This design comes from an exercise in tuning for small area, a short achievable clock period and few clock cycles per item on the open sky130 flow, not from production work.
Only simulation tests tie the RTL to the original design; equivalence was not proved.
No driver is modelled on the clock port, so clocking that relies on it looks cheaper here than on a real chip.
Power figures rest on the tool's default switching activity, not on a simulated workload.

==> design/flow/design.v <==
`default_nettype none
package obfifo_pkg;
  localparam int DATA_W = 8;
  localparam int FUNC_W = 3;
  localparam int STAT_W = 32;
  typedef enum logic [FUNC_W-1:0] {
    FN_PUSH      = 3'd0,
    FN_POP       = 3'd1,
    FN_QUERY     = 3'd2,
    FN_ADOPT     = 3'd3,
    FN_CLOSE     = 3'd4,
    FN_TAKE_LOST = 3'd5
  } func_t;
  typedef enum logic {
    S_IDLE,
    S_RDATA
  } fsm_t;
endpackage
`default_nettype wire
`default_nettype none
module owned_byte_fifo_with_flush_mark
#(
  parameter int DEPTH   = 256,
  parameter int ID_BITS = 6
) (
  input  wire logic                      clk,
  input  wire logic                      rst_n,
  input  wire logic                      in_valid,
  output logic                           in_stall,
  input  wire logic [obfifo_pkg::FUNC_W-1:0] in_func,
  input  wire logic [ID_BITS-1:0]        in_client_id,
  input  wire logic [obfifo_pkg::DATA_W-1:0] in_data_in,
  output logic                           out_valid,
  input  wire logic                      out_stall,
  output logic [obfifo_pkg::DATA_W-1:0]  out_read_data,
  output logic                           out_read_valid,
  output logic [$clog2(DEPTH)-1:0]       out_fill_level,
  output logic                           out_client_lost,
  output logic                           out_close_valid,
  output logic [ID_BITS-1:0]             out_close_id,
  output logic [obfifo_pkg::STAT_W-1:0]  out_handshakes,
  output logic [obfifo_pkg::STAT_W-1:0]  out_bytes_received,
  output logic [obfifo_pkg::STAT_W-1:0]  out_bytes_dropped,
  output logic [obfifo_pkg::STAT_W-1:0]  out_bytes_flushed
);
  localparam int PTR_W  = $clog2(DEPTH);
  localparam int DW     = obfifo_pkg::DATA_W;
  localparam int FW     = obfifo_pkg::FUNC_W;
  localparam int SW     = obfifo_pkg::STAT_W;
  localparam int OP_PUSH  = 0;
  localparam int OP_POP   = 1;
  localparam int OP_PQ    = 2;    
  localparam int OP_ADOPT = 3;
  localparam int OP_CLOSE = 4;
  localparam int OP_TAKE  = 5;
  function automatic logic [5:0] decode(input logic [FW-1:0] f);
    decode[OP_PUSH]  = (f == obfifo_pkg::FN_PUSH);
    decode[OP_POP]   = (f == obfifo_pkg::FN_POP);
    decode[OP_PQ]    = (f == obfifo_pkg::FN_POP) || (f == obfifo_pkg::FN_QUERY);
    decode[OP_ADOPT] = (f == obfifo_pkg::FN_ADOPT);
    decode[OP_CLOSE] = (f == obfifo_pkg::FN_CLOSE);
    decode[OP_TAKE]  = (f == obfifo_pkg::FN_TAKE_LOST);
  endfunction
  function automatic logic [15:0] rot(input logic [15:0] v);
    rot = {v[14:0], v[15]};
  endfunction
  logic               hv_r, sv_r, in_stall_r;
  logic [5:0]         hop_r;
  logic [FW-1:0]      sf_r;
  logic [ID_BITS-1:0] hid_r, sid_r;
  logic [DW-1:0]      hd_r, sd_r;
  logic               ov_r;
  logic               go;
  logic               in_xfer;
  assign in_stall = in_stall_r;
  assign in_xfer  = in_valid && !in_stall_r;
  assign go       = hv_r && (!ov_r || !out_stall);
  always_ff @(posedge clk) begin
    if (!rst_n) begin
      hv_r       <= 1'b0;
      sv_r       <= 1'b0;
      in_stall_r <= 1'b1;
    end else if (!hv_r || go) begin
      hv_r       <= sv_r || in_xfer;
      sv_r       <= 1'b0;
      in_stall_r <= 1'b0;
    end else if (in_xfer) begin
      sv_r       <= 1'b1;
      in_stall_r <= 1'b1;
    end
  end
  always_ff @(posedge clk) begin
    if (!hv_r || go) begin
      if (sv_r) begin
        hop_r <= decode(sf_r);
        hid_r <= sid_r;
        hd_r  <= sd_r;
      end else begin
        hop_r <= decode(in_func);
        hid_r <= in_client_id;
        hd_r  <= in_data_in;
      end
    end
    if (!sv_r) begin
      sf_r  <= in_func;
      sid_r <= in_client_id;
      sd_r  <= in_data_in;
    end
  end
  logic [15:0]        wlo_n_r;    
  logic [15:0]        whi_n_r;    
  logic [15:0]        wlo, whi;
  logic [15:0]        rlo_r;      
  logic [15:0]        rhi_r;      
  logic [PTR_W-1:0]   level_r;    
  logic [PTR_W-1:0]   elevel_r;   
  logic [PTR_W-1:0]   fdist_r;    
  logic [ID_BITS-1:0] owner_r;
  logic               owned_r;
  logic               lost_r;
  logic [SW-1:0]      hs_r, rcv_r, drop_r, fl_r;
  logic [DW-1:0]      pf_r;
  logic [DW-1:0]      odata_r;
  logic               orvalid_r;
  logic               olost_r;
  logic               oclose_r;
  logic [ID_BITS-1:0] oclose_id_r;
  logic [DW-1:0]      ring_mem [DEPTH];
  logic [DW-1:0]      mem_q;
  logic id_match, owner_match, adopt, close_v, full, eempty, store, pop_ne;
  logic lost_out;
  logic [PTR_W-1:0]   level_inc, elevel_inc, elevel_dec;
  logic [SW-1:0]      hs_inc, rcv_inc, drop_inc, fl_add;
  assign level_inc  = level_r + 1'b1;
  assign elevel_inc = elevel_r + 1'b1;
  assign elevel_dec = elevel_r - 1'b1;
  assign hs_inc     = hs_r + 1'b1;
  assign rcv_inc    = rcv_r + 1'b1;
  assign drop_inc   = drop_r + 1'b1;
  assign fl_add     = fl_r + SW'(fdist_r);
  assign wlo        = ~wlo_n_r;
  assign whi        = ~whi_n_r;
  assign full       = &level_r;
  assign eempty     = (elevel_r == '0);
  assign id_match    = (owner_r == hid_r);
  assign owner_match = owned_r && id_match;
  assign adopt       = hop_r[OP_ADOPT] || (hop_r[OP_PUSH] && !owner_match);
  assign close_v     = adopt && owned_r && !id_match;
  assign store       = hop_r[OP_PUSH] && !full;
  assign pop_ne      = hop_r[OP_POP] && !eempty;
  assign lost_out    = lost_r || adopt || (hop_r[OP_CLOSE] && owner_match);
  always_comb begin
    logic [DW-1:0] grp;
    mem_q = '0;
    for (int j = 0; j < 16; j++) begin
      grp = '0;
      for (int i = 0; i < 16; i++) begin
        grp = grp | ({DW{rlo_r[i]}} & ring_mem[j*16+i]);
      end
      mem_q = mem_q | ({DW{rhi_r[j]}} & grp);
    end
  end
  always_ff @(posedge clk) begin
    for (int i = 0; i < DEPTH; i++) begin
      if (!(wlo_n_r[i % 16] || whi_n_r[i / 16])) ring_mem[i] <= hd_r;
    end
  end
  always_ff @(posedge clk) begin
    if (go && adopt) begin
      pf_r <= hd_r;
    end else if (go && pop_ne) begin
      pf_r <= mem_q;
    end else if (eempty) begin
      pf_r <= hd_r;
    end
  end
  always_ff @(posedge clk) begin
    if (!rst_n) begin
      wlo_n_r  <= ~16'h0001;
      whi_n_r  <= ~16'h0001;
      rlo_r    <= 16'h0002;
      rhi_r    <= 16'h0001;
      level_r  <= '0;
      elevel_r <= '0;
      fdist_r  <= '0;
      owner_r  <= '0;
      owned_r  <= 1'b0;
      lost_r   <= 1'b0;
      hs_r     <= '0;
      rcv_r    <= '0;
      drop_r   <= '0;
      fl_r     <= '0;
      ov_r     <= 1'b0;
    end else begin
      ov_r <= go || (ov_r && out_stall);
      if (go) begin
        if (store) begin
          wlo_n_r <= rot(wlo_n_r);
          if (wlo[15]) whi_n_r <= rot(whi_n_r);
          rcv_r   <= rcv_inc;
          level_r <= level_inc;
        end
        if (hop_r[OP_PUSH] && full) begin
          drop_r <= drop_inc;
        end
        if (adopt) begin
          hs_r     <= hs_inc;
          owner_r  <= hid_r;
          owned_r  <= 1'b1;
          rlo_r    <= rot(wlo);
          rhi_r    <= wlo[15] ? rot(whi) : whi;
          fdist_r  <= level_r;
          elevel_r <= PTR_W'(store);
        end else if (store) begin
          elevel_r <= elevel_inc;
        end
        if (hop_r[OP_PQ]) begin
          fl_r    <= fl_add;
          fdist_r <= '0;
          level_r <= pop_ne ? elevel_dec : elevel_r;
        end
        if (pop_ne) begin
          rlo_r    <= rot(rlo_r);
          if (rlo_r[15]) rhi_r <= rot(rhi_r);
          elevel_r <= elevel_dec;
        end
        if (hop_r[OP_CLOSE] && owner_match) begin
          owned_r <= 1'b0;
        end
        lost_r <= hop_r[OP_TAKE] ? 1'b0 : lost_out;
      end
    end
  end
  always_ff @(posedge clk) begin
    if (go) begin
      odata_r     <= pop_ne ? pf_r : '0;
      orvalid_r   <= pop_ne;
      olost_r     <= lost_out;
      oclose_r    <= close_v;
      oclose_id_r <= close_v ? owner_r : '0;
    end
  end
  assign out_valid          = ov_r;
  assign out_read_data      = odata_r;
  assign out_read_valid     = orvalid_r;
  assign out_fill_level     = level_r;
  assign out_client_lost    = olost_r;
  assign out_close_valid    = oclose_r;
  assign out_close_id       = oclose_id_r;
  assign out_handshakes     = hs_r;
  assign out_bytes_received = rcv_r;
  assign out_bytes_dropped  = drop_r;
  assign out_bytes_flushed  = fl_r;
endmodule
`default_nettype wire
==> design/flow/flow/run.sh <==
#!/bin/bash
# The standard layout (standard.sh: synthesis to routed layout), with two
# changes: plain buf_2 cells as the port buffers instead of the delay cells
# buffer_ports picks by default, and a clock tree without dummy loads.
# Each ORFS step keeps its own log under orfs/logs; standard.sh's own output
# goes to standard.log here.
export BUFFER_PORTS_ARGS="-buffer_cell sky130_fd_sc_hd__buf_2"
export CTS_ARGS="-sink_clustering_enable -repair_clock_nets -sink_clustering_size 25 -sink_clustering_max_diameter 80 -dont_use_dummy_load"
cp standard.sh standard.sh.txt
bash standard.sh > standard.log 2>&1
==> design/flow/standard.sh <==
#!/bin/bash
# synth_recipe.tcl (not shown) runs the flow's synth.tcl, then flattens the netlist and writes it again
# the make line also repeats each setting of config.mk as NAME=value (left out here)
make -C /OpenROAD-flow-scripts/flow DESIGN_CONFIG=/design/flow/config.mk WORK_HOME=/design/flow/orfs CLKGATE_MAP_FILE= SYNTH_SCRIPT=/design/flow/synth_recipe.tcl "${@:-finish}"
==> design/flow/config.mk <==
export PLATFORM = sky130hd
export DESIGN_NAME = owned_byte_fifo_with_flush_mark
export DESIGN_NICKNAME = owned_byte_fifo_with_flush_mark
export VERILOG_FILES = /design/flow/design.v
export SDC_FILE = /design/flow/constraint.sdc
export NUM_CORES = 4
export LEC_CHECK = 0
export CAP_MARGIN = 20
export CORE_MARGIN = 2
export CORE_UTILIZATION = 55
export CTS_CLUSTER_DIAMETER = 80
export CTS_CLUSTER_SIZE = 25
export SETUP_SLACK_MARGIN = 4.8
export SLEW_MARGIN = 20
==> design/flow/constraint.sdc <==
create_clock -name core_clock -period 8.0 [get_ports {clk}]
set_input_delay 1.6000 -clock core_clock [delete_from_list [all_inputs] [get_ports {clk}]]
set_output_delay 1.6000 -clock core_clock [all_outputs]
set_load 0.01 [all_outputs]
==> impl_results.rst, run 1 <==
.. list-table::
   :header-rows: 1

   * - Metric
     - Value
   * - Total global-route track usage
     - 0.310
   * - Critical-path cell with the highest stage delay
     - sky130_fd_sc_hd__a221oi_1
   * - Worst Setup Start Kind
     - register
   * - Outcome
     - no timing/DRC/antenna violations
   * - Fraction of synthesis flops using an asynchronous set or reset pin
     - 0
   * - Power density over the cells
     - 213 mW/mm²
   * - Root Buffer
     - sky130_fd_sc_hd__clkbuf_16
   * - Setup repair after global routing missed its margin
     - true
   * - Share of the yosys chip area belonging to registers
     - 0.775
   * - Maximum clock rate
     - 308 MHz
   * - Final-stage net count
     - 5391
   * - Category of the most critical setup path
     - reg2reg
   * - Worst min path class
     - reg2reg
   * - Transition time at the pin with the least slew margin
     - about 1.2 ns
   * - Number of buffers added on ports
     - 175
   * - Initial Utilization
     - 0.553
   * - Pin count of the biggest net entering global routing
     - 243
   * - CTS sink count
     - 2338
   * - Simple-gate share of the synthesized area
     - 0.0576
   * - Clk pin slew, worst setup/hold paths
     - ~0.1 ns
   * - Yosys reg bits
     - 2338
   * - Die H
     - 403 µm
   * - Router iterations before antenna repair
     - 8
   * - Clock skew
     - slightly above 0.07 ns
   * - Ratio of routed vias to standard cells
     - 6.97
   * - Fraction of the mapped netlist area in compound gates
     - 0.129
   * - Top-Level Pins
     - 176
   * - Area contributors post-synth
     - sky130_fd_sc_hd__edfxtp_1 (72%), sky130_fd_sc_hd__dfxtp_1 (5.5%), sky130_fd_sc_hd__a22o_1 (5.2%)
   * - Required time of the critical path
     - 8.52 ns
   * - Setup violation total in the final timing report
     - 0
   * - Hold_ws
     - 0.474 ns
   * - Longest individual stage delay on the worst path
     - between 0.5 and 0.6 ns
   * - Post-synthesis area per instance
     - 16.3 µm²
   * - Average wire per standard cell
     - roughly 34 µm
   * - Global-route wire length before repair
     - 361000 µm
   * - Width of the chip
     - 403 µm
   * - Hold-fix buffer count after cts
     - 0
   * - Count of different cell masters after synthesis
     - 70
   * - Gate count of the mapped netlist
     - roughly 5400
   * - Leakage component of the power
     - 0.0290 µW
   * - RD Place Congestion
     - 0.851
   * - Share of layout cells above drive strength 1
     - 0.0960
   * - Critical Path Sink Type
     - register
   * - CTS buffer count
     - roughly 120
   * - Count of endpoints failing hold in the final timing report
     - 0
   * - Area added between synthesis and finish
     - 7.25%
   * - Final cell utilization of the core
     - 0.593
   * - Post-synthesis instance area
     - 0.0874 mm²
   * - DRC Markers
     - 0
   * - Slew headroom
     - 0.192
   * - Overall overflow remaining after global route
     - 0
   * - Worst-Skew Late Latency
     - about 0.79 ns
   * - Setup_tns
     - 0 ns
   * - Vias in the first global route
     - slightly below 50000
   * - Most common cell in the netlist
     - sky130_fd_sc_hd__edfxtp_1
   * - Remaining antenna violation count after routing
     - 0
   * - Fraction of post-synthesis cell area in the top cell type by area
     - 0.720
   * - Number of levels in the clock H-tree
     - 3
   * - Cells along the critical path
     - buf_12, a22o_1, a221oi_1, nand4_1, a22oi_1, and4_1, a31oi_1
   * - Number of nets in the synthesized netlist
     - 5397
   * - Post-synthesis mux area share
     - 0.00867
   * - Max clock buf depth
     - 3
   * - Synth Warn #
     - 2
   * - Core Region
     - 0.158 mm²
   * - Total die area
     - 0.162 mm²
   * - Placement row count
     - 146
   * - Peak supply drop
     - 0.000187 V
   * - Final worst path period share
     - 0.406
   * - Ranking of synthesized cells by instance count
     - sky130_fd_sc_hd__edfxtp_1 (2096), sky130_fd_sc_hd__a22o_1 (519), sky130_fd_sc_hd__a221oi_1 (514), sky130_fd_sc_hd__nor2_1 (377), sky130_fd_sc_hd__clkbuf_1 (285)
   * - Synth Area in XOR/XNOR
     - 0.00821
   * - Antenna violations before repair
     - 9
   * - Most area-hungry cell type in the Yosys netlist
     - sky130_fd_sc_hd__edfxtp_1
   * - Count of filler cells inserted in the layout
     - 11813
   * - Initial drt markers
     - 7328
   * - Crit Path Max Fanout
     - slightly below 70
   * - Number of max-cap violations
     - 0
   * - Post-layout minimum cycle time
     - ~3.2 ns
   * - Data arrival time of the worst path
     - 3.76 ns
   * - Arithmetic-cell share of the synthesized area counting full adders, half adders and majority gates
     - 0.00238
   * - Via count
     - 51757
   * - TritonCTS clock tree
     - yes
   * - Main combinational cell family by area after synthesis
     - compound AO/OA/AOI/OAI gates
   * - Total detailed-routing wirelength
     - 255000 µm
   * - Estimated wirelength of the detail-placed design
     - 142000 µm
   * - Final Slew Violations
     - 0
   * - Number of enable flip-flop cells after synthesis
     - about 2100
   * - Ys flop type
     - sky130_fd_sc_hd__edfxtp_1
where the power goes:
| group | internal, µW | total (µW) | switching [µW] |
|---|---|---|---|
| Combinational | 72.6 | 401 | 329 |
| Clock | 2570 | 6210 | 3630 |
| Sequential | 13300 | 13300 | 34.6 |
kinds of logic after synthesis:
logic type | count (synthesis)
adder cells (fa/ha/maj) | 16
buffers and inverters | 435
AO/OA/AOI/OAI | 1368
XOR/XNOR | 82
flip-flops | 2338
AND/OR/NAND/NOR | 1047
multiplexers | 74
critical path: cells and delay by family, from the launching register on:
family | cells | cell delay [ns]
compound gates | 4 | 1.40
simple gates | 2 | 0.72
flops | 1 | 0.50
buf+inv | 1 | 0.33
sequential cells by signal, summed over array words and instances, names as in the netlist, 16 cells and up:
signal    cells
whi_n_r      16
hs_r         32
rcv_r        32
rlo_r        16
rhi_r        16
drop_r       32
ring_mem   2048
fl_r         32
wlo_n_r      16
timing repair:
action	in CTS	in global routing
gates resized for setup	29	33
pin swaps	5	8
buffers inserted	5	3
endpoints found under the setup margin	91	76
cell usage in the layout (no fill, tap or decap), drive strengths merged, types with 5 or more instances in the layout:
master	n
edfxtp	2096
a22o	519
a221oi	514
nor2	377
buf	277
dfxtp	242
nand2	229
nand4	162
clkbuf	116
a21oi	91
nand3	81
a22oi	71
mux2i	60
o21ai	52
xnor2	45
xor2	37
inv	34
nand2b	33
and3	30
o211ai	26
and2	24
and4	24
nor4	23
a31oi	19
nor3	19
a21o	18
a211oi	18
or3	17
ha	15
mux2	14
o31ai	8
or4	8
nor3b	6
diode	5
o21bai	5
nor2b	5
cell type report:
cell class / instances / area, µm² / share of cell area
Sequential cell: 2338 / 67900 / 0.724
Multi-Input combinational cell: 2587 / 18300 / 0.195
Clock buffer: 116 / 2900 / 0.0310
Tap cell: 2072 / 2590 / 0.0276
Timing Repair Buffer: 277 / 1950 / 0.0208
Inverter: 34 / 133 / 0.00141
Antenna cell: 5 / 12.5 / 0.000133
path summary, 6_finish.rpt:
kind	slack, ns	cells after the start	end	start
worst max register to register	4.75	7	pf_r[1]$_DFFE_PP_	rlo_r[7]$_SDFFE_PN0P_
worst max-delay path	4.75	7	pf_r[1]$_DFFE_PP_	rlo_r[7]$_SDFFE_PN0P_
worst min register to register	0.47	1	sid_r[2]$_DFF_P_	sid_r[2]$_DFF_P_
worst min-delay path	0.47	1	sid_r[2]$_DFF_P_	sid_r[2]$_DFF_P_
through the flow:
step	area, µm²	power [µW]	cells	setup WS, ns
floorplan	87500	13800	5360	3.94
global placement	90400	14000	7295	3.21
detailed placement	90500	14000	7298	3.19
CTS	93600	20000	7419	4.66
global route	93800	20400	7424	4.78
finish	93800	19900	7429	4.75
routing by layer:
metal,track usage,share of wire,vias to the layer above
met5,0,0.00016,-
met4,0.0898,0.033,6
met3,0.0542,0.10,374
met2,0.478,0.46,2702
met1,0.457,0.41,26990
li1,-,-,21685
Testbench counts, summed over its fixed seeds: cycles 16,016, items 16,000.
==> run 2: changes to the inputs <==
--- a/design/flow/config.mk
+++ b/design/flow/config.mk
@@ -9,3 +9,3 @@
 export CORE_MARGIN = 2
-export CORE_UTILIZATION = 55
+export CORE_UTILIZATION = 40
 export CTS_CLUSTER_DIAMETER = 80
==> impl_results.rst, run 2 <==
.. list-table::
   :header-rows: 1

   * - Metric
     - Value
   * - Outcome
     - no timing/DRC/antenna violations
   * - Slew headroom
     - 0.171 (-0.0206)
   * - Placement row count
     - 171 (+17%)
   * - Hold-fix buffer count after cts
     - 0 (unchanged)
   * - Number of levels in the clock H-tree
     - 3 (unchanged)
   * - Post-synthesis instance area
     - 0.0874 mm² (unchanged)
   * - Crit Path Max Fanout
     - 105 (+54%)
   * - Initial Utilization
     - 0.403 (-0.150)
   * - Final worst path period share
     - 0.419 (+0.0132)
   * - Final-stage net count
     - 5388 (-0.056%)
   * - Ratio of routed vias to standard cells
     - 6.38 (-8.4%)
   * - Antenna violations before repair
     - 16 (+7)
   * - Die H
     - 472 µm (+17%)
   * - Yosys reg bits
     - 2338 (unchanged)
   * - Data arrival time of the worst path
     - 3.87 ns (+0.11 ns)
   * - Global-route wire length before repair
     - 374000 µm (+3.4%)
   * - Count of endpoints failing hold in the final timing report
     - 0 (unchanged)
   * - Most area-hungry cell type in the Yosys netlist
     - sky130_fd_sc_hd__edfxtp_1
   * - Fraction of post-synthesis cell area in the top cell type by area
     - 0.720 (unchanged)
   * - Critical Path Sink Type
     - register
   * - Number of max-cap violations
     - 0 (unchanged)
   * - Remaining antenna violation count after routing
     - 0 (unchanged)
   * - CTS sink count
     - 2338 (unchanged)
   * - Clock skew
     - 0.123 ns (+0.0500 ns)
   * - Flip-flop count of the largest register, all copies and words added
     - 2048 (unchanged)
   * - Setup repair after global routing missed its margin
     - true
   * - Top-Level Pins
     - 176 (unchanged)
   * - Estimated wirelength of the detail-placed design
     - 149000 µm (+4.5%)
   * - Vias in the first global route
     - 48723 (+0.60%)
   * - Post-synthesis area per instance
     - 16.3 µm² (unchanged)
   * - Clock network power share
     - 0.312 (about the same)
   * - Design Area, Final
     - 0.0948 mm² (+1.1%)
   * - Share of total power in combinational logic
     - 0.021 (about the same)
   * - Pin count of the biggest net entering global routing
     - 182 (-25%)
   * - Transition time at the pin with the least slew margin
     - 1.24 ns (+0.0353 ns)
   * - Synth Warn #
     - 2 (unchanged)
   * - CTS buffer count
     - 115 (-0.86%)
   * - Post-layout minimum cycle time
     - 3.35 ns (+0.106 ns)
   * - DP Area
     - 0.0914 mm² (+1.0%)
   * - Setup violation total in the final timing report
     - 0 (unchanged)
   * - Average wire per standard cell
     - 32.4 µm (-5.5%)
   * - Net load switching power
     - 4050 µW (+1.3%)
   * - Worst-Skew Late Latency
     - 0.80 ns (about the same)
   * - Total detailed-routing wirelength
     - 266000 µm (+4.4%)
   * - Via count
     - 52384 (+1.2%)
   * - Setup_tns
     - 0 ns (unchanged)
   * - Area added between synthesis and finish
     - 8.45%
   * - Leakage component of the power
     - 0.0290 µW (about the same)
   * - Initial drt markers
     - 7877 (+7.5%)
   * - Gate count of the mapped netlist
     - 5360 (unchanged)
   * - Final Slew Violations
     - 0 (unchanged)
   * - Commonest cells after routing, fill and taps aside
     - sky130_fd_sc_hd__edfxtp_1 (2096), sky130_fd_sc_hd__a22o_1 (519), sky130_fd_sc_hd__a221oi_1 (502), sky130_fd_sc_hd__nor2_1 (364), sky130_fd_sc_hd__nand2_1 (228)
   * - Fraction of synthesis flops using an asynchronous set or reset pin
     - 0 (unchanged)
   * - Most common cell in the netlist
     - sky130_fd_sc_hd__edfxtp_1
   * - TritonCTS clock tree
     - yes
   * - Total die area
     - 0.222 mm² (+37%)
   * - Core Region
     - 0.217 mm² (+37%)
   * - Power density over the cells
     - 211 mW/mm² (-0.93%)
   * - Post-layout power
     - 20000 µW (+0.18%)
   * - Sequential power share
     - 0.667 (-0.002)
   * - Cell Count, Final, Fillers Out
     - 8211 (+11%)
   * - Area contributors post-synth
     - sky130_fd_sc_hd__edfxtp_1 (72%), sky130_fd_sc_hd__dfxtp_1 (5.5%), sky130_fd_sc_hd__a22o_1 (5.2%)
   * - Maximum clock rate
     - 298 MHz (-3.1%)
   * - Count of different cell masters after synthesis
     - 70 (unchanged)
   * - Router iterations before antenna repair
     - 6 (-2)
   * - Most flop-heavy register
     - ring_mem
   * - Category of the most critical setup path
     - reg2reg
   * - RD Place Congestion
     - 0.849 (-0.22%)
   * - Share of layout cells above drive strength 1
     - 0.0981 (+0.00211)
   * - Width of the chip
     - 472 µm (+17%)
   * - Peak supply drop
     - 0.000174 V (-6.8%)
   * - Share of the yosys chip area belonging to registers
     - 0.775 (unchanged)
   * - Clk pin slew, worst setup/hold paths
     - 0.08 ns (-0.02 ns)
   * - Total placed cells including tap cells
     - 8073 (+11%)
   * - Number of enable flip-flop cells after synthesis
     - 2096 (unchanged)
   * - Design internal power
     - 15900 µW (-0.12%)
   * - Ranking of synthesized cells by instance count
     - sky130_fd_sc_hd__edfxtp_1 (2096), sky130_fd_sc_hd__a22o_1 (519), sky130_fd_sc_hd__a221oi_1 (514), sky130_fd_sc_hd__nor2_1 (377), sky130_fd_sc_hd__clkbuf_1 (285)
   * - Max clock buf depth
     - 3 (unchanged)
   * - Worst Setup Start Kind
     - register
   * - Switching power as a share of total power
     - 0.203 (+0.00234)
   * - Total global-route track usage
     - 0.231 (-0.0791)
   * - Hold_ws
     - 0.473 ns (-0.00126 ns)
   * - DRC Markers
     - 0 (unchanged)
   * - Commonest non-fill, non-tap cell in the layout
     - sky130_fd_sc_hd__edfxtp_1
   * - Ys flop type
     - sky130_fd_sc_hd__edfxtp_1
   * - Required time of the critical path
     - 8.51 ns (about the same)
   * - Number of buffers added on ports
     - 175 (unchanged)
   * - Overall overflow remaining after global route
     - 0 (unchanged)
   * - Number of nets in the synthesized netlist
     - 5397 (unchanged)
   * - Root Buffer
     - sky130_fd_sc_hd__clkbuf_16
   * - Worst min path class
     - reg2reg
[run 2: cell types whose count changed in the layout (fill, tap and decap cells not counted), moves of 5 or more]
cell,before,now
sky130_fd_sc_hd__nor2_1,369,364
sky130_fd_sc_hd__nor2_2,6,12
sky130_fd_sc_hd__buf_6,11,6
sky130_fd_sc_hd__buf_4,71,66
[run 2: worst paths after layout]
kind | from | end | slack [ns] | depth (start not counted)
setup / recovery | rlo_r[5]$_SDFFE_PN0P_ | pf_r[0]$_DFFE_PP_ | 4.65 | 7
setup reg to reg | rlo_r[5]$_SDFFE_PN0P_ | pf_r[0]$_DFFE_PP_ | 4.65 | 7
hold reg to reg | sid_r[5]$_DFF_P_ | sid_r[5]$_DFF_P_ | 0.47 | 1
hold / removal | sid_r[5]$_DFF_P_ | sid_r[5]$_DFF_P_ | 0.47 | 1
[run 2: per-layer routing]
metal / wire (µm) / share of wire / track usage
met5: 92 / 0.00035 / 0
met4: 8460 / 0.032 / 0.0708
met3: 30000 / 0.11 / 0.0612
met2: 119000 / 0.45 / 0.349
met1: 108000 / 0.41 / 0.326
[run 2: power by group through the flow]
stage | Sequential [µW] | Combinational (µW) | Clock, µW
6_report | 13300 | 422 | 6220
5_1_grt | 13300 | 446 | 6670
4_1_cts | 13300 | 410 | 6290
3_5_place_dp | 13600 | 407 | 0
3_3_place_gp | 13600 | 392 | 0
2_1_floorplan | 13700 | 128 | 0
[run 2: per-stage QoR]
stage | setup slack (ns) | util
finish | 4.65 | 0.437
global route | 4.70 | 0.437
floorplan | 3.94 | -
global placement | 3.47 | 0.421
detailed placement | 3.45 | 0.421
CTS | 4.80 | 0.435
[run 2: worst max-delay path: stages (launching register included)]
cell                       delay (ns)
sky130_fd_sc_hd__dfxtp_4         0.49
sky130_fd_sc_hd__buf_12          0.31
sky130_fd_sc_hd__a22o_1          0.37
sky130_fd_sc_hd__a221oi_1        0.41
sky130_fd_sc_hd__nand4_1         0.60
sky130_fd_sc_hd__a22oi_1         0.35
sky130_fd_sc_hd__and4_1          0.24
sky130_fd_sc_hd__a31oi_1         0.09
[run 2: layout make-up]
class | instances | area, µm²
diodes | 8 | 20.0
clock buffers | 115 | 2880
fillers | 18874 | 122000
flip-flops and latches | 2338 | 67900
repair buffers | 275 | 2020
well taps | 2854 | 3570
inverters | 34 | 130
multi-input cells | 2587 | 18300
[run 2: logic make-up after synthesis]
| group | count (synthesis) | share of synthesized area |
|---|---|---|
| compound gates | 1368 | 0.129 |
| xor+xnor | 82 | 0.00821 |
| fa+ha+maj | 16 | 0.00238 |
| buf+inv | 435 | 0.0190 |
| flops | 2338 | 0.775 |
| mux | 74 | 0.00867 |
| simple gates | 1047 | 0.0576 |
[run 2: what timing repair did]
| action | in CTS | in global routing |
|---|---|---|
| endpoints found under the setup margin | 78 | 64 |
| gates cloned | 1 | 1 |
| setup buffers | 2 | 10 |
| pin swaps | 9 | 12 |
| resized for setup | 42 | 26 |
==> run 3: changes to the inputs <==
==> design/flow/flow/run.sh (replaced) <==
#!/bin/bash
# The standard layout (standard.sh: synthesis to routed layout), with three
# changes: plain buf_2 cells as the port buffers instead of the delay cells
# buffer_ports picks by default, a clock tree without dummy loads, and extra
# setup-repair passes at the end of the CTS step (flow/post_cts.tcl).
# Each ORFS step keeps its own log under orfs/logs; standard.sh's own output
# goes to standard.log here.
export BUFFER_PORTS_ARGS="-buffer_cell sky130_fd_sc_hd__buf_2"
export CTS_ARGS="-sink_clustering_enable -repair_clock_nets -sink_clustering_size 25 -sink_clustering_max_diameter 80 -dont_use_dummy_load"
export POST_CTS_TCL="$PWD/flow/post_cts.tcl"
bash standard.sh > standard.log 2>&1
==> design/flow/flow/post_cts.tcl (new file) <==
# Runs at the end of the CTS step (ORFS's POST_CTS_TCL hook), after ORFS's own
# setup repair and legalization: two more setup-repair passes that aim for
# 5.0 ns of slack, then legalize the placement again.
estimate_parasitics -placement
repair_timing -setup -setup_margin 5.0 -match_cell_footprint -repair_tns 100 -verbose
repair_timing -setup -setup_margin 5.0 -match_cell_footprint -repair_tns 100 -verbose
detailed_placement
check_placement -verbose
estimate_parasitics -placement
report_worst_slack -max
--- a/design/flow/config.mk
+++ b/design/flow/config.mk
@@ -9,3 +9,3 @@
 export CORE_MARGIN = 2
-export CORE_UTILIZATION = 40
+export CORE_UTILIZATION = 55
 export CTS_CLUSTER_DIAMETER = 80
==> impl_results.rst, run 3 <==
.. list-table::
   :header-rows: 1

   * - Metric
     - Value
   * - Outcome
     - no timing/DRC/antenna violations
   * - RD Place Congestion
     - 0.851 (+0.22%)
   * - Synth Warn #
     - 2 (unchanged)
   * - Start of the worst register-to-register path
     - rlo_r[6]$_SDFFE_PN0P_
   * - Post-layout minimum cycle time
     - 3.13 ns (-0.217 ns)
   * - DRC Markers
     - 0 (unchanged)
   * - Most common cell in the netlist
     - sky130_fd_sc_hd__edfxtp_1
   * - Area added between synthesis and finish
     - 7.64%
   * - Die H
     - 403 µm (-15%)
   * - Required time of the critical path
     - 8.47 ns (-0.04 ns)
   * - Ratio of routed vias to standard cells
     - 7.01 (+9.8%)
   * - Post-synthesis area per instance
     - 16.3 µm² (unchanged)
   * - Pin count of the biggest net entering global routing
     - 243 (+34%)
   * - Total die area
     - 0.162 mm² (-27%)
   * - Fraction of post-synthesis cell area in the top cell type by area
     - 0.720 (unchanged)
   * - Vias in the first global route
     - 48574 (-0.31%)
   * - Cell Count, Final, Fillers Out
     - 7439 (-9.4%)
   * - Total global-route track usage
     - 0.313 (+0.0826)
   * - Post-synthesis instance area
     - 0.0874 mm² (unchanged)
   * - Endpoint with the worst hold slack
     - sid_r[3]$_DFF_P_
   * - Final worst path period share
     - 0.392 (-0.0272)
   * - Number of nets in the synthesized netlist
     - 5397 (unchanged)
   * - DP Area
     - 0.0905 mm² (-0.99%)
   * - TritonCTS clock tree
     - yes
   * - Remaining antenna violation count after routing
     - 0 (unchanged)
   * - Via count
     - 52133 (-0.48%)
   * - Worst-Skew Late Latency
     - 0.79 ns (about the same)
   * - Critical Path Sink Type
     - register
   * - Setup violation total in the final timing report
     - 0 (unchanged)
   * - Worst Setup Start Kind
     - register
   * - Beginning of the worst hold path
     - sid_r[3]$_DFF_P_
   * - Maximum clock rate
     - 319 MHz (+6.9%)
   * - Final cell utilization of the core
     - 0.595 (+0.158)
   * - Count of endpoints failing hold in the final timing report
     - 0 (unchanged)
   * - Clk pin slew, worst setup/hold paths
     - 0.09 ns (about the same)
   * - Commonest non-fill, non-tap cell in the layout
     - sky130_fd_sc_hd__edfxtp_1
   * - Cell count of the worst reg-to-reg path
     - 7 (unchanged)
   * - Design Area, Final
     - 0.0941 mm² (-0.75%)
   * - Number of buffers added on ports
     - 175 (unchanged)
   * - Worst min path class
     - reg2reg
   * - Fraction of synthesis flops using an asynchronous set or reset pin
     - 0 (unchanged)
   * - Router iterations before antenna repair
     - 6 (unchanged)
   * - Number of max-cap violations
     - 0 (unchanged)
   * - Average wire per standard cell
     - 34.6 µm (+7.0%)
   * - Core Region
     - 0.158 mm² (-27%)
   * - Transition time at the pin with the least slew margin
     - 1.21 ns (-0.0325 ns)
   * - Yosys reg bits
     - 2338 (unchanged)
   * - Leakage component of the power
     - 0.0292 µW (+0.39%)
   * - Total detailed-routing wirelength
     - 258000 µm (-3.1%)
   * - Final Slew Violations
     - 0 (unchanged)
   * - Gate count of the mapped netlist
     - 5360 (unchanged)
   * - Setup_tns
     - 0 ns (unchanged)
   * - Hold Path Stages
     - 1 (unchanged)
   * - Peak supply drop
     - 0.000188 V (+8.3%)
   * - Commonest cells after routing, fill and taps aside
     - sky130_fd_sc_hd__edfxtp_1 (2096), sky130_fd_sc_hd__a22o_1 (519), sky130_fd_sc_hd__a221oi_1 (501), sky130_fd_sc_hd__nor2_1 (369), sky130_fd_sc_hd__nand2_1 (228)
   * - Crit Path Max Fanout
     - 65 (-38%)
   * - Global-route wire length before repair
     - 365000 µm (-2.5%)
   * - Data arrival time of the worst path
     - 3.60 ns (-0.27 ns)
   * - Number of enable flip-flop cells after synthesis
     - 2096 (unchanged)
   * - Area contributors post-synth
     - sky130_fd_sc_hd__edfxtp_1 (72%), sky130_fd_sc_hd__dfxtp_1 (5.5%), sky130_fd_sc_hd__a22o_1 (5.2%)
   * - Setup slack of the worst register-to-register path
     - 4.87 ns (+0.22 ns)
   * - Width of the chip
     - 403 µm (-15%)
   * - CTS sink count
     - 2338 (unchanged)
   * - Setup repair after global routing missed its margin
     - true
   * - Power density over the cells
     - 212 mW/mm² (+0.70%)
   * - Post-layout power
     - 20000 µW (about the same)
   * - Ranking of synthesized cells by instance count
     - sky130_fd_sc_hd__edfxtp_1 (2096), sky130_fd_sc_hd__a22o_1 (519), sky130_fd_sc_hd__a221oi_1 (514), sky130_fd_sc_hd__nor2_1 (377), sky130_fd_sc_hd__clkbuf_1 (285)
   * - Slew headroom
     - 0.190 (+0.0187)
   * - Share of the yosys chip area belonging to registers
     - 0.775 (unchanged)
   * - Count of different cell masters after synthesis
     - 70 (unchanged)
   * - Total placed cells including tap cells
     - 7298 (-9.6%)
   * - Antenna violations before repair
     - 10 (-6)
   * - Ys flop type
     - sky130_fd_sc_hd__edfxtp_1
   * - Top-Level Pins
     - 176 (unchanged)
   * - Endpoint of the most critical register-to-register path
     - pf_r[5]$_DFFE_PP_
   * - Initial Utilization
     - 0.553 (+0.150)
   * - Initial drt markers
     - 7381 (-6.3%)
   * - Placement row count
     - 146 (-15%)
   * - Flip-flop count of the largest register, all copies and words added
     - 2048 (unchanged)
   * - Overall overflow remaining after global route
     - 0 (unchanged)
   * - Category of the most critical setup path
     - reg2reg
   * - Share of layout cells above drive strength 1
     - 0.105 (+0.00660)
   * - Most area-hungry cell type in the Yosys netlist
     - sky130_fd_sc_hd__edfxtp_1
   * - Estimated wirelength of the detail-placed design
     - 142000 µm (-4.3%)
   * - Clock skew
     - 0.0758 ns (-0.0467 ns)
   * - Most flop-heavy register
     - ring_mem
   * - Final-stage net count
     - 5404 (+0.30%)
==> run 3: changes by cell type in the layout (fill, tap and decap cells not counted), moves of 6 or more <==
cell	change
sky130_fd_sc_hd__nor2_2	-6
sky130_fd_sc_hd__dfxtp_1	-19
sky130_fd_sc_hd__dfxtp_2	+12
sky130_fd_sc_hd__dfxtp_4	+7
sky130_fd_sc_hd__diode_2	-6
sky130_fd_sc_hd__buf_4	+6
sky130_fd_sc_hd__buf_6	+7
==> run 3: cell type report <==
| class | instances | area (µm²) |
|---|---|---|
| multi-input cells | 2588 | 18400 |
| flip-flops and latches | 2338 | 67900 |
| diodes | 2 | 5.00 |
| repair buffers | 289 | 2180 |
| well taps | 2072 | 2590 |
| fillers | 11781 | 64100 |
| clock buffers | 116 | 2900 |
| inverters | 34 | 133 |
==> run 3: cells by family (layout without fill, tap and decap cells) <==
group / count (synthesis) / count (layout) / share of synthesized area
simple gates: 1047 / 1047 / 0.0576
flops: 2338 / 2338 / 0.775
mux: 74 / 74 / 0.00867
xor+xnor: 82 / 82 / 0.00821
fa+ha+maj: 16 / 16 / 0.00238
compound gates: 1368 / 1369 / 0.129
other cells: 0 / 2 / 0
buf+inv: 435 / 439 / 0.0190
==> run 3: worst max-delay path, cell delays in order (launching register included) <==
cell and delay (ns):
sky130_fd_sc_hd__dfxtp_4 0.57, sky130_fd_sc_hd__buf_12 0.31, sky130_fd_sc_hd__a22o_1 0.31, sky130_fd_sc_hd__a221oi_1 0.31, sky130_fd_sc_hd__nand4_1 0.40, sky130_fd_sc_hd__a22oi_2 0.47, sky130_fd_sc_hd__and4_1 0.25, sky130_fd_sc_hd__a31oi_1 0.08
==> run 3: report_power, final <==
| group | internal (µW) | leakage [µW] | switching, µW |
|---|---|---|---|
| sequential | 13300 | 0.0209 | 34.6 |
| clock | 2570 | 0.00143 | 3650 |
| combinational | 74.6 | 0.00683 | 333 |
| total | 15900 | 0.0292 | 4020 |
==> run 3: stage by stage <==
step                      hold slack (ns)  setup WS, ns
after floorplan                     0.446          3.94
after global placement              0.452          3.21
after detailed placement            0.455          3.19
after global routing                0.488          4.79
final                               0.474          4.87
==> run 3: worst max-delay path by stage <==
stage,startpoint,cells after the start,slack (ns),endpoint
6_report,rlo_r[6]$_SDFFE_PN0P_,7,4.87,pf_r[5]$_DFFE_PP_
5_1_grt,elevel_r[0]$_SDFFE_PN0P_,9,4.79,rhi_r[0]$_SDFFE_PN1P_
2_1_floorplan,hd_r[0]$_DFFE_PN_,0,3.94,ring_mem[0][0]$_DFFE_PN_
3_3_place_gp,out_stall,8,3.21,whi_n_r[0]$_SDFFE_PN0P_
3_5_place_dp,out_stall,8,3.19,whi_n_r[0]$_SDFFE_PN0P_
==> run 3: metal layers <==
layer / track usage / part of all wire / vias up
li1: - / - / 21700
met1: 0.463 / 0.41 / 27131
met2: 0.482 / 0.46 / 2906
met3: 0.0543 / 0.10 / 390
met4: 0.0916 / 0.033 / 6
met5: 0 / 0.00015 / -
==> run 4: changes to the inputs <==
--- a/design/flow/config.mk
+++ b/design/flow/config.mk
@@ -9,5 +9,6 @@
 export CORE_MARGIN = 2
-export CORE_UTILIZATION = 55
+export CORE_UTILIZATION = 60
 export CTS_CLUSTER_DIAMETER = 80
 export CTS_CLUSTER_SIZE = 25
+export PLACE_DENSITY = 0.65
 export SETUP_SLACK_MARGIN = 4.8
==> impl_results.rst, run 4 <==
.. list-table::
   :header-rows: 1

   * - Metric
     - Value
   * - Count of different cell masters after synthesis
     - 70 (unchanged)
   * - Initial Utilization
     - 0.602 (+0.0494)
   * - Synth Warn #
     - 2 (unchanged)
   * - Transition time at the pin with the least slew margin
     - 1.33 ns (+0.116 ns)
   * - Vias in the first global route
     - 49080 (+1.0%)
   * - Post-synthesis instance area
     - 0.0874 mm² (unchanged)
   * - Area added between synthesis and finish
     - 7.72% (about the same)
   * - Yosys reg bits
     - 2338 (unchanged)
   * - Start of the worst register-to-register path
     - rlo_r[4]$_SDFFE_PN0P_
   * - Setup_tns
     - 0 ns (unchanged)
   * - Setup violation total in the final timing report
     - 0 (unchanged)
   * - Total die area
     - 0.149 mm² (-8.3%)
   * - Ys flop type
     - sky130_fd_sc_hd__edfxtp_1
   * - Design Area, Final
     - 0.0942 mm² (about the same)
   * - Pin count of the biggest net entering global routing
     - 197 (-19%)
   * - Number of max-cap violations
     - 0 (unchanged)
   * - Area contributors post-synth
     - sky130_fd_sc_hd__edfxtp_1 (72%), sky130_fd_sc_hd__dfxtp_1 (5.5%), sky130_fd_sc_hd__a22o_1 (5.2%)
   * - Global-route wire length before repair
     - 367000 µm (+0.64%)
   * - Arithmetic-cell share of the synthesized area counting full adders, half adders and majority gates
     - 0.00238 (unchanged)
   * - Antenna violations before repair
     - 10 (unchanged)
   * - RD Place Congestion
     - 0.865 (+1.6%)
   * - Ranking of synthesized cells by instance count
     - sky130_fd_sc_hd__edfxtp_1 (2096), sky130_fd_sc_hd__a22o_1 (519), sky130_fd_sc_hd__a221oi_1 (514), sky130_fd_sc_hd__nor2_1 (377), sky130_fd_sc_hd__clkbuf_1 (285)
   * - Overall overflow remaining after global route
     - 0 (unchanged)
   * - Share of layout cells above drive strength 1
     - 0.102 (-0.00283)
   * - Fraction of synthesis flops using an asynchronous set or reset pin
     - 0 (unchanged)
   * - Estimated wirelength of the detail-placed design
     - 141000 µm (-0.65%)
   * - Via count
     - 52785 (+1.3%)
   * - Router iterations before antenna repair
     - 6 (unchanged)
   * - Category of the most critical setup path
     - reg2reg
   * - TritonCTS clock tree
     - yes
   * - Setup repair after global routing missed its margin
     - false
   * - Placement row count
     - 140 (-4.1%)
   * - Average wire per standard cell
     - 36.0 µm (+4.0%)
   * - Most area-hungry cell type in the Yosys netlist
     - sky130_fd_sc_hd__edfxtp_1
   * - Gate count of the mapped netlist
     - 5360 (unchanged)
   * - DP Area
     - 0.0902 mm² (-0.32%)
   * - Total global-route track usage
     - 0.349 (+0.0357)
   * - Core Region
     - 0.145 mm² (-8.2%)
   * - Clk pin slew, worst setup/hold paths
     - 0.10 ns (about the same)
   * - Leakage component of the power
     - 0.0293 µW (+0.45%)
   * - Post-synthesis area per instance
     - 16.3 µm² (unchanged)
   * - Commonest non-fill, non-tap cell in the layout
     - sky130_fd_sc_hd__edfxtp_1
   * - Count of filler cells inserted in the layout
     - 10097 (-14%)
   * - Die H
     - 386 µm (-4.2%)
   * - Number of buffers added on ports
     - 175 (unchanged)
   * - Commonest cells after routing, fill and taps aside
     - sky130_fd_sc_hd__edfxtp_1 (2096), sky130_fd_sc_hd__a22o_1 (519), sky130_fd_sc_hd__a221oi_1 (497), sky130_fd_sc_hd__nor2_1 (374), sky130_fd_sc_hd__nand2_1 (228)
   * - Maximum clock rate
     - 318 MHz (-0.43%)
   * - Critical Path Sink Type
     - register
   * - Count of endpoints failing hold in the final timing report
     - 0 (unchanged)
   * - Number of nets in the synthesized netlist
     - 5397 (unchanged)
   * - Most common cell in the netlist
     - sky130_fd_sc_hd__edfxtp_1
   * - Top-Level Pins
     - 176 (unchanged)
   * - Flip-flop count of the largest register, all copies and words added
     - 2048 (unchanged)
   * - Final Slew Violations
     - 0 (unchanged)
   * - Outcome
     - no timing/DRC/antenna violations
   * - Startpoint of the worst setup timing path
     - rlo_r[4]$_SDFFE_PN0P_
   * - Simple-gate share of the synthesized area
     - 0.0576 (unchanged)
   * - Data arrival time of the worst path
     - 3.59 ns (about the same)
   * - Fraction of the mapped netlist area in compound gates
     - 0.129 (unchanged)
   * - Beginning of the worst hold path
     - rcv_r[31]$_SDFFE_PN0P_
   * - Power density over the cells
     - 211 mW/mm² (-0.69%)
   * - Share of the yosys chip area belonging to registers
     - 0.775 (unchanged)
   * - Final worst path period share
     - 0.393 (+0.00168)
   * - Synth Area in XOR/XNOR
     - 0.00821 (unchanged)
   * - Post-synthesis mux area share
     - 0.00867 (unchanged)
   * - Initial drt markers
     - 7647 (+3.6%)
   * - Number of enable flip-flop cells after synthesis
     - 2096 (unchanged)
   * - Total detailed-routing wirelength
     - 263000 µm (+1.9%)
   * - Final-stage net count
     - 5406 (+0.037%)
   * - Most flop-heavy register
     - ring_mem
   * - Ratio of routed vias to standard cells
     - 7.24 (+3.4%)
   * - Worst Setup Start Kind
     - register
   * - Peak supply drop
     - 0.000184 V (-2.2%)
   * - Width of the chip
     - 386 µm (-4.2%)
   * - Main combinational cell family by area after synthesis
     - compound AO/OA/AOI/OAI gates
   * - Worst min path class
     - reg2reg
   * - CTS sink count
     - 2338 (unchanged)
   * - DRC Markers
     - 0 (unchanged)
   * - Crit Path Max Fanout
     - 30 (-54%)
   * - Post-layout power
     - 19800 µW (-0.62%)
   * - Required time of the critical path
     - 8.44 ns (-0.03 ns)
   * - Fraction of post-synthesis cell area in the top cell type by area
     - 0.720 (unchanged)
   * - Slew headroom
     - 0.115 (-0.0743)
   * - Post-layout minimum cycle time
     - 3.15 ns (+0.0134 ns)
   * - Remaining antenna violation count after routing
     - 0 (unchanged)
   * - Clock skew
     - 0.0550 ns (-0.0208 ns)
   * - Worst-Skew Late Latency
     - 0.77 ns (-0.02 ns)
## run 4: path summary, 6_finish.rpt
check / cells after the start / to / slack [ns]
worst min register to register: 2 / rcv_r[31]$_SDFFE_PN0P_ / 0.48
worst min-delay path: 2 / rcv_r[31]$_SDFFE_PN0P_ / 0.48
worst max-delay path: 7 / pf_r[1]$_DFFE_PP_ / 4.85
worst max register to register: 7 / pf_r[1]$_DFFE_PP_ / 4.85
## run 4: metrics by stage
step	worst slack [ns]	utilization	instances	hold slack, ns
finish	4.85	0.649	7287	0.477
global route	4.82	0.649	7284	0.494
detailed placement	3.25	0.621	7137	0.456
global placement	3.26	0.621	7136	0.451
floorplan	3.94	-	5360	0.446
## run 4: report_power, final
group	switching (µW)	internal, µW
sequential	36.4	13300
combinational	346	83.5
clock	3590	2490
total	3970	15900
## run 4: layout make-up
class	count	area (µm²)	area share
Sequential cell	2338	67900	0.721
Multi-Input combinational cell	2587	18400	0.195
Clock buffer	112	2800	0.0298
Timing Repair Buffer	296	2580	0.0274
Tap cell	1917	2400	0.0255
Inverter	34	133	0.00141
Antenna cell	3	7.51	0.0000797
## run 4: per-layer routing
metal	share of wire	vias up	GRT usage
li1	-	21735	-
met1	0.38	27132	0.495
met3	0.12	514	0.0782
met4	0.044	8	0.136
met5	0.00020	-	0
met2	0.45	3396	0.533
## run 4: cell families (layout without fill, tap and decap cells)
group	after synthesis	count (layout)
AND/OR/NAND/NOR	1047	1047
multiplexers	74	74
flip-flops	2338	2338
other	0	3
buffers and inverters	435	442
AO/OA/AOI/OAI	1368	1368
XOR/XNOR	82	82
adder cells (fa/ha/maj)	16	16
## run 4: worst max-delay path, cell delays in order, from the launching register on
cell and delay, ns:
sky130_fd_sc_hd__dfxtp_4 0.56, sky130_fd_sc_hd__buf_6 0.33, sky130_fd_sc_hd__a22o_1 0.26, sky130_fd_sc_hd__a221oi_1 0.62, sky130_fd_sc_hd__nand4_1 0.46, sky130_fd_sc_hd__a22oi_1 0.25, sky130_fd_sc_hd__and4_1 0.21, sky130_fd_sc_hd__a31oi_1 0.09
==> run 5: changes to the inputs <==
==> design/flow/flow/post_cts.tcl (replaced) <==
# Runs at the end of the CTS step (ORFS's POST_CTS_TCL hook), after ORFS's own
# setup repair and legalization: two more setup-repair passes that aim for
# 5.05 ns of slack, then legalize the placement again.
estimate_parasitics -placement
repair_timing -setup -setup_margin 5.05 -match_cell_footprint -repair_tns 100 -verbose
repair_timing -setup -setup_margin 5.05 -match_cell_footprint -repair_tns 100 -verbose
detailed_placement
check_placement -verbose
estimate_parasitics -placement
report_worst_slack -max
--- a/design/flow/config.mk
+++ b/design/flow/config.mk
@@ -13,3 +13,3 @@
 export PLACE_DENSITY = 0.65
-export SETUP_SLACK_MARGIN = 4.8
+export SETUP_SLACK_MARGIN = 5.0
 export SLEW_MARGIN = 20
==> impl_results.rst, run 5 <==
.. list-table::
   :header-rows: 1

   * - Metric
     - Value
   * - Worst Setup Slack post-DPL
     - 3.64 ns (+0.387 ns)
   * - Share of total power in combinational logic
     - 0.021 (about the same)
   * - Most common cell in the netlist
     - sky130_fd_sc_hd__edfxtp_1
   * - Top-Level Pins
     - 176 (unchanged)
   * - Final cell utilization of the core
     - 0.651 (+0.00281)
   * - Commonest non-fill, non-tap cell in the layout
     - sky130_fd_sc_hd__edfxtp_1
   * - Estimated wirelength of the detail-placed design
     - 141000 µm (about the same)
   * - Vias in the first global route
     - 48854 (-0.46%)
   * - Worst Setup Start Kind
     - register
   * - Leakage component of the power
     - 0.0295 µW (+0.64%)
   * - Number of max-cap violations
     - 0 (unchanged)
   * - Fraction of post-synthesis cell area in the top cell type by area
     - 0.720 (unchanged)
   * - Share of layout cells above drive strength 1
     - 0.119 (+0.0175)
   * - Final worst path period share
     - 0.389 (-0.00453)
   * - Final Slew Violations
     - 0 (unchanged)
   * - Antenna violations before repair
     - 12 (+2)
   * - Area added between synthesis and finish
     - 8.18%
   * - Transition time at the pin with the least slew margin
     - 1.29 ns (-0.0412 ns)
   * - Clock skew
     - 0.0686 ns (+0.0136 ns)
   * - Count of different cell masters after synthesis
     - 70 (unchanged)
   * - Final-stage net count
     - 5422 (+0.30%)
   * - Post-synthesis area per instance
     - 16.3 µm² (unchanged)
   * - TritonCTS clock tree
     - yes
   * - Ratio of routed vias to standard cells
     - 7.26 (+0.23%)
   * - Sequential power share
     - 0.672 (about the same)
   * - Overall overflow remaining after global route
     - 0 (unchanged)
   * - Via count
     - 53044 (+0.49%)
   * - Setup violation total in the final timing report
     - 0 (unchanged)
   * - Total die area
     - 0.149 mm² (unchanged)
   * - Number of buffers added on ports
     - 175 (unchanged)
   * - Placement row count
     - 140 (unchanged)
   * - Ranking of synthesized cells by instance count
     - sky130_fd_sc_hd__edfxtp_1 (2096), sky130_fd_sc_hd__a22o_1 (519), sky130_fd_sc_hd__a221oi_1 (514), sky130_fd_sc_hd__nor2_1 (377), sky130_fd_sc_hd__clkbuf_1 (285)
   * - Initial drt markers
     - 7308 (-4.4%)
   * - Critical Path Sink Type
     - register
   * - Pin count of the biggest net entering global routing
     - 194 (-1.5%)
   * - DRC Markers
     - 0 (unchanged)
   * - Clock network power share
     - 0.306 (about the same)
   * - Synth Warn #
     - 2 (unchanged)
   * - Most area-hungry cell type in the Yosys netlist
     - sky130_fd_sc_hd__edfxtp_1
   * - Count of filler cells inserted in the layout
     - 10123 (+0.26%)
   * - Initial Utilization
     - 0.602 (unchanged)
   * - Flip-flop count of the largest register, all copies and words added
     - 2048 (unchanged)
   * - Power density over the cells
     - 210 mW/mm² (-0.53%)
   * - Gate count of the mapped netlist
     - 5360 (unchanged)
   * - Category of the most critical setup path
     - reg2reg
   * - Ys flop type
     - sky130_fd_sc_hd__edfxtp_1
   * - Sequential cell area
     - 0.0679 mm² (about the same)
   * - Total global-route track usage
     - 0.349 (-0.000369)
   * - Count of endpoints failing hold in the final timing report
     - 0 (unchanged)
   * - Yosys reg bits
     - 2338 (unchanged)
   * - Number of nets in the synthesized netlist
     - 5397 (unchanged)
   * - Remaining antenna violation count after routing
     - 0 (unchanged)
   * - Maximum clock rate
     - 321 MHz (+1.2%)
   * - Post-synthesis instance area
     - 0.0874 mm² (unchanged)
   * - Global-route wire length before repair
     - 367000 µm (about the same)
   * - Clk pin slew, worst setup/hold paths
     - 0.08 ns (-0.02 ns)
   * - Most flop-heavy register
     - ring_mem
   * - Hold_ws
     - 0.474 ns (-0.00213 ns)
   * - Total area of multi-input combinational cells
     - 0.0187 mm² (+1.6%)
   * - Core Region
     - 0.145 mm² (unchanged)
   * - Fraction of synthesis flops using an asynchronous set or reset pin
     - 0 (unchanged)
   * - Peak supply drop
     - 0.000181 V (-1.7%)
   * - Die H
     - 386 µm (unchanged)
   * - Setup slack of the worst register-to-register path
     - 4.89 ns (+0.04 ns)
   * - RD Place Congestion
     - 0.903 (+4.3%)
   * - Commonest cells after routing, fill and taps aside
     - sky130_fd_sc_hd__edfxtp_1 (2096), sky130_fd_sc_hd__a22o_1 (519), sky130_fd_sc_hd__a221oi_1 (484), sky130_fd_sc_hd__nor2_1 (373), sky130_fd_sc_hd__nand2_1 (228)
   * - Outcome
     - no timing/DRC/antenna violations
   * - Area contributors post-synth
     - sky130_fd_sc_hd__edfxtp_1 (72%), sky130_fd_sc_hd__dfxtp_1 (5.5%), sky130_fd_sc_hd__a22o_1 (5.2%)
   * - Switching power as a share of total power
     - 0.200 (-0.000558)
   * - Setup repair after global routing missed its margin
     - true
   * - Share of the yosys chip area belonging to registers
     - 0.775 (unchanged)
   * - Number of enable flip-flop cells after synthesis
     - 2096 (unchanged)
   * - Setup_tns
     - 0 ns (unchanged)
   * - Worst Setup Slack, final
     - 4.89 ns (+0.0363 ns)
   * - Width of the chip
     - 386 µm (unchanged)
   * - Worst-Skew Late Latency
     - 0.77 ns (about the same)
   * - Average wire per standard cell
     - 35.9 µm (-0.50%)
   * - Worst min path class
     - reg2reg
   * - Crit Path Max Fanout
     - 67 (+120%)
   * - Net load switching power
     - 3960 µW (-0.38%)
   * - Required time of the critical path
     - 8.49 ns (+0.05 ns)
   * - Post-layout minimum cycle time
     - 3.11 ns (-0.0363 ns)
   * - CTS sink count
     - 2338 (unchanged)
   * - Total detailed-routing wirelength
     - 262000 µm (-0.24%)
   * - Router iterations before antenna repair
     - 7 (+1)
   * - Data arrival time of the worst path
     - 3.60 ns (about the same)
   * - Design internal power
     - 15900 µW (about the same)
   * - Slew headroom
     - 0.143 (+0.0275)
## run 5: critical path, cell delays in order, from the launching register on
cell                       delay, ns
sky130_fd_sc_hd__dfxtp_4        0.49
sky130_fd_sc_hd__buf_12         0.26
sky130_fd_sc_hd__a22o_1         0.34
sky130_fd_sc_hd__a221oi_1       0.29
sky130_fd_sc_hd__nand4_1        0.40
sky130_fd_sc_hd__a22oi_2        0.53
sky130_fd_sc_hd__and4_1         0.26
sky130_fd_sc_hd__a31oi_1        0.09
## run 5: path summary, 6_finish.rpt
path                               start  cells after the start                     to
setup / recovery  rlo_r[11]$_SDFFE_PN0P_                      7      pf_r[1]$_DFFE_PP_
hold / removal     fl_r[24]$_SDFFE_PN0P_                      2  fl_r[24]$_SDFFE_PN0P_
setup reg to reg  rlo_r[11]$_SDFFE_PN0P_                      7      pf_r[1]$_DFFE_PP_
hold reg to reg    fl_r[24]$_SDFFE_PN0P_                      2  fl_r[24]$_SDFFE_PN0P_
## run 5: cell families (layout without fill, tap and decap cells)
group           count (synthesis)  count (layout)  share of synthesized area
simple gates                 1047            1047                     0.0576
compound gates               1368            1370                      0.129
other cells                     0               6                          0
flops                        2338            2338                      0.775
mux                            74              74                    0.00867
buf+inv                       435             456                     0.0190
xor+xnor                       82              82                    0.00821
fa+ha+maj                      16              16                    0.00238
## run 5: final cells by class
| type | count | area share |
|---|---|---|
| antenna | 6 | 0.000159 |
| clock buffer | 112 | 0.0296 |
| inverter | 34 | 0.00143 |
| multi-input combinational | 2589 | 0.197 |
| sequential | 2338 | 0.718 |
| tap | 1917 | 0.0254 |
| timing repair buffer | 310 | 0.0278 |
## run 5: power by group through the flow
| stage | clock network, µW | registers [µW] | logic (µW) |
|---|---|---|---|
| final | 6070 | 13300 | 421 |
| after floorplan | 0 | 13700 | 130 |
| after detailed placement | 0 | 13600 | 397 |
| after global routing | 6460 | 13300 | 442 |
| after global placement | 0 | 13600 | 387 |
## run 5: metrics by stage
stage               cells  power, µW  area (µm²)
floorplan            5360      13800       87700
global placement     7137      14000       90400
detailed placement   7138      14000       90400
global route         7300      20200       94600
finish               7306      19800       94600
## run 5: per-layer routing
metal,global-route usage,wire length (µm),vias to the layer above
met5,0,68,-
li1,-,-,21762
met2,0.537,121000,3424
met4,0.125,10900,10
met3,0.0814,30800,536
met1,0.492,99400,27312
==> run 6: changes to the inputs <==
--- a/design/flow/config.mk
+++ b/design/flow/config.mk
@@ -9,6 +9,5 @@
 export CORE_MARGIN = 2
-export CORE_UTILIZATION = 60
+export CORE_UTILIZATION = 55
 export CTS_CLUSTER_DIAMETER = 80
 export CTS_CLUSTER_SIZE = 25
-export PLACE_DENSITY = 0.65
 export SETUP_SLACK_MARGIN = 5.0
==> impl_results.rst, run 6 <==
.. list-table::
   :header-rows: 1

   * - Metric
     - Value
   * - Post-synthesis instance area
     - 0.0874 mm² (unchanged)
   * - Share of total power in combinational logic
     - 0.021 (about the same)
   * - Yosys reg bits
     - 2338 (unchanged)
   * - Synth Warn #
     - 2 (unchanged)
   * - Switching power as a share of total power
     - 0.201 (+0.00155)
   * - Initial drt markers
     - 7491 (+2.5%)
   * - Number of nets in the synthesized netlist
     - 5397 (unchanged)
   * - Width of the chip
     - 403 µm (+4.4%)
   * - Total global-route track usage
     - 0.318 (-0.0304)
   * - Pin count of the biggest net entering global routing
     - 196 (+1.0%)
   * - Critical Path Sink Type
     - register
   * - Antenna violations before repair
     - 13 (+1)
   * - Share of the yosys chip area belonging to registers
     - 0.775 (unchanged)
   * - Slew headroom
     - 0.113 (-0.0295)
   * - Core Region
     - 0.158 mm² (+8.9%)
   * - Final worst path period share
     - 0.383 (-0.00606)
   * - Transition time at the pin with the least slew margin
     - 1.33 ns (+0.0443 ns)
   * - Setup_tns
     - 0 ns (unchanged)
   * - Final Slew Violations
     - 0 (unchanged)
   * - Clk pin slew, worst setup/hold paths
     - 0.09 ns (about the same)
   * - TritonCTS clock tree
     - yes
   * - Post-layout minimum cycle time
     - 3.06 ns (-0.0485 ns)
   * - Gate count of the mapped netlist
     - 5360 (unchanged)
   * - Average wire per standard cell
     - 35.4 µm (-1.1%)
   * - Commonest non-fill, non-tap cell in the layout
     - sky130_fd_sc_hd__edfxtp_1
   * - DRC Markers
     - 0 (unchanged)
   * - Area contributors post-synth
     - sky130_fd_sc_hd__edfxtp_1 (72%), sky130_fd_sc_hd__dfxtp_1 (5.5%), sky130_fd_sc_hd__a22o_1 (5.2%)
   * - Router iterations before antenna repair
     - 6 (-1)
   * - Worst min path class
     - reg2reg
   * - Die H
     - 403 µm (+4.4%)
   * - Setup violation total in the final timing report
     - 0 (unchanged)
   * - Beginning of the worst hold path
     - sid_r[1]$_DFF_P_
   * - Worst Setup Slack post-DPL
     - 3.17 ns (-0.471 ns)
   * - Clock skew
     - 0.0817 ns (+0.0131 ns)
   * - Cell count of the worst reg-to-reg path
     - 7 (unchanged)
   * - Peak supply drop
     - 0.000239 V (+32%)
   * - Total detailed-routing wirelength
     - 264000 µm (+0.81%)
   * - Sequential power share
     - 0.667 (-0.005)
   * - Start of the worst register-to-register path
     - rlo_r[12]$_SDFFE_PN0P_
   * - Endpoint of the most critical register-to-register path
     - pf_r[2]$_DFFE_PP_
   * - Initial Utilization
     - 0.553 (-0.0494)
   * - Category of the most critical setup path
     - reg2reg
   * - Global-route wire length before repair
     - 368000 µm (+0.39%)
   * - Count of endpoints failing hold in the final timing report
     - 0 (unchanged)
   * - Via count
     - 52289 (-1.4%)
   * - Crit Path Max Fanout
     - 34 (-49%)
   * - Commonest cells after routing, fill and taps aside
     - sky130_fd_sc_hd__edfxtp_1 (2096), sky130_fd_sc_hd__a22o_1 (519), sky130_fd_sc_hd__a221oi_1 (484), sky130_fd_sc_hd__nor2_1 (368), sky130_fd_sc_hd__nand2_1 (228)
   * - Overall overflow remaining after global route
     - 0 (unchanged)
   * - Net load switching power
     - 4020 µW (+1.6%)
   * - Count of filler cells inserted in the layout
     - 11842 (+17%)
   * - Data arrival time of the worst path
     - 3.55 ns (-0.05 ns)
   * - Clock network power share
     - 0.312 (+0.006)
   * - Ratio of routed vias to standard cells
     - 7.02 (-3.3%)
   * - Share of layout cells above drive strength 1
     - 0.116 (-0.00296)
   * - Outcome
     - no timing/DRC/antenna violations
   * - Ranking of synthesized cells by instance count
     - sky130_fd_sc_hd__edfxtp_1 (2096), sky130_fd_sc_hd__a22o_1 (519), sky130_fd_sc_hd__a221oi_1 (514), sky130_fd_sc_hd__nor2_1 (377), sky130_fd_sc_hd__clkbuf_1 (285)
   * - Leakage component of the power
     - 0.0294 µW (-0.23%)
   * - Remaining antenna violation count after routing
     - 0 (unchanged)
   * - Area added between synthesis and finish
     - 8.23% (about the same)
   * - Worst-Skew Late Latency
     - 0.79 ns (+0.02 ns)
   * - Design internal power
     - 16000 µW (+0.65%)
   * - Count of different cell masters after synthesis
     - 70 (unchanged)
   * - Flip-flop count of the largest register, all copies and words added
     - 2048 (unchanged)
   * - Setup slack of the worst register-to-register path
     - 4.94 ns (+0.05 ns)
   * - Number of buffers added on ports
     - 175 (unchanged)
   * - Power density over the cells
     - 211 mW/mm² (+0.81%)
   * - Worst Setup Slack, final
     - 4.94 ns (+0.0485 ns)
   * - RD Place Congestion
     - 0.876 (-2.9%)
   * - Number of enable flip-flop cells after synthesis
     - 2096 (unchanged)
   * - Setup repair after global routing missed its margin
     - true
   * - Fraction of synthesis flops using an asynchronous set or reset pin
     - 0 (unchanged)
   * - Number of max-cap violations
     - 0 (unchanged)
   * - Top-Level Pins
     - 176 (unchanged)
   * - Final-stage net count
     - 5413 (-0.17%)
   * - Worst Setup Start Kind
     - register
   * - Ys flop type
     - sky130_fd_sc_hd__edfxtp_1
   * - Hold Path Stages
     - 1 (-1)
   * - Most common cell in the netlist
     - sky130_fd_sc_hd__edfxtp_1
   * - Vias in the first global route
     - 48434 (-0.86%)
   * - Post-synthesis area per instance
     - 16.3 µm² (unchanged)
   * - Total die area
     - 0.162 mm² (+9.0%)
   * - Fraction of post-synthesis cell area in the top cell type by area
     - 0.720 (unchanged)
   * - Most flop-heavy register
     - ring_mem
   * - Maximum clock rate
     - 327 MHz (+1.6%)
   * - Most area-hungry cell type in the Yosys netlist
     - sky130_fd_sc_hd__edfxtp_1
   * - Endpoint with the worst hold slack
     - sid_r[1]$_DFF_P_
   * - Estimated wirelength of the detail-placed design
     - 145000 µm (+2.6%)
   * - Placement row count
     - 146 (+4.3%)
   * - CTS sink count
     - 2338 (unchanged)
   * - Required time of the critical path
     - 8.49 ns (about the same)
run 6: changes by cell type in the layout (fill, tap and decap cells not counted), sizes merged:
cell / before / now
clkbuf: 113 / 118
buf: 304 / 292
diode: 6 / 3
bufbuf: 5 / 4
a21bo: 3 / 2
run 6: worst max path at each step:
stage | start | endpoint | slack (ns)
after floorplan | hd_r[0]$_DFFE_PN_ | ring_mem[0][0]$_DFFE_PN_ | 3.94
after global placement | out_stall | whi_n_r[0]$_SDFFE_PN0P_ | 3.19
after detailed placement | out_stall | whi_n_r[0]$_SDFFE_PN0P_ | 3.17
after global routing | rlo_r[15]$_SDFFE_PN0P_ | pf_r[0]$_DFFE_PP_ | 5.00
final | rlo_r[12]$_SDFFE_PN0P_ | pf_r[2]$_DFFE_PP_ | 4.94
run 6: area by class of cell:
class,instances,area (µm²),share of cell area
multi-input cells,2588,18700,0.197
diodes,3,7.51,0.0000793
well taps,2072,2590,0.0274
repair buffers,297,2370,0.0250
clock buffers,117,2930,0.0309
inverters,34,138,0.00145
flip-flops and latches,2338,67900,0.718
run 6: worst max-delay path, stage by stage (launching register included):
cell and delay, ns:
sky130_fd_sc_hd__dfxtp_4 0.56, sky130_fd_sc_hd__buf_6 0.34, sky130_fd_sc_hd__a22o_1 0.26, sky130_fd_sc_hd__a221oi_1 0.31
sky130_fd_sc_hd__nand4_1 0.30, sky130_fd_sc_hd__a22oi_2 0.56, sky130_fd_sc_hd__and4_1 0.30, sky130_fd_sc_hd__a31oi_1 0.09
run 6: metrics by stage:
stage               power [µW]  utilization  std cells  instance area [µm²]  hold WS (ns)
global route             20400        0.598       7446                94600         0.493
detailed placement       14000        0.573       7301                90700         0.460
finish                   20000        0.598       7449                94600         0.474
floorplan                13800            -       5360                87700         0.446
global placement         14000        0.573       7300                90600         0.452
run 6: logic make-up after synthesis:
group                      Yosys count  synth area share
AOI/OAI and AO/OA                 1368             0.129
xor gates and xnor gates            82           0.00821
adders and majority gates           16           0.00238
buffers and inverters              435            0.0190
DFF                               2338             0.775
muxes                               74           0.00867
and+or+nand+nor                   1047            0.0576
run 6: metal layers:
metal / GRT usage / vias up / wire length (µm)
li1: - / 21741 / -
met1: 0.466 / 27095 / 107000
met2: 0.485 / 2990 / 119000
met3: 0.0619 / 451 / 27800
met4: 0.104 / 12 / 10100
met5: 0 / - / 70
run 6: power by group through the flow:
| stage | registers (µW) | clock network [µW] | logic [µW] |
|---|---|---|---|
| finish | 13300 | 6240 | 423 |
| global route | 13300 | 6640 | 446 |
| detailed placement | 13600 | 0 | 407 |
| global placement | 13600 | 0 | 398 |
| floorplan | 13700 | 0 | 130 |

## re-timing with driven ports
In the flow no input, the clock included, has a driving cell. The finished layouts below were timed again as built, in two steps. Step 1, drivers: a clkbuf_16 drives clk and a buf_2 each remaining input, both assumed. Step 2 times the ports against the registers' clock, not the clock port: input delays grow and output delays shrink by t, the midpoint of the rising clock arrivals with the driver on. Three values: no drivers, after step 1, after step 2; two values: the first two.
run | shift t [ns] | setup WS [ns]
run 1 | 0.843 | 4.754 / 4.754 / 4.118
run 2 | 0.843 | 4.649 / 4.649 / 4.090
run 3 | 0.833 | 4.866 / 4.866 / 4.134
run 4 | 0.831 | 4.853 / 4.853 / 4.175
run 5 | 0.834 | 4.889 / 4.889 / 4.324
run 6 | 0.824 | 4.937 / 4.937 / 4.311
After both steps setup and hold are still met in every run listed.
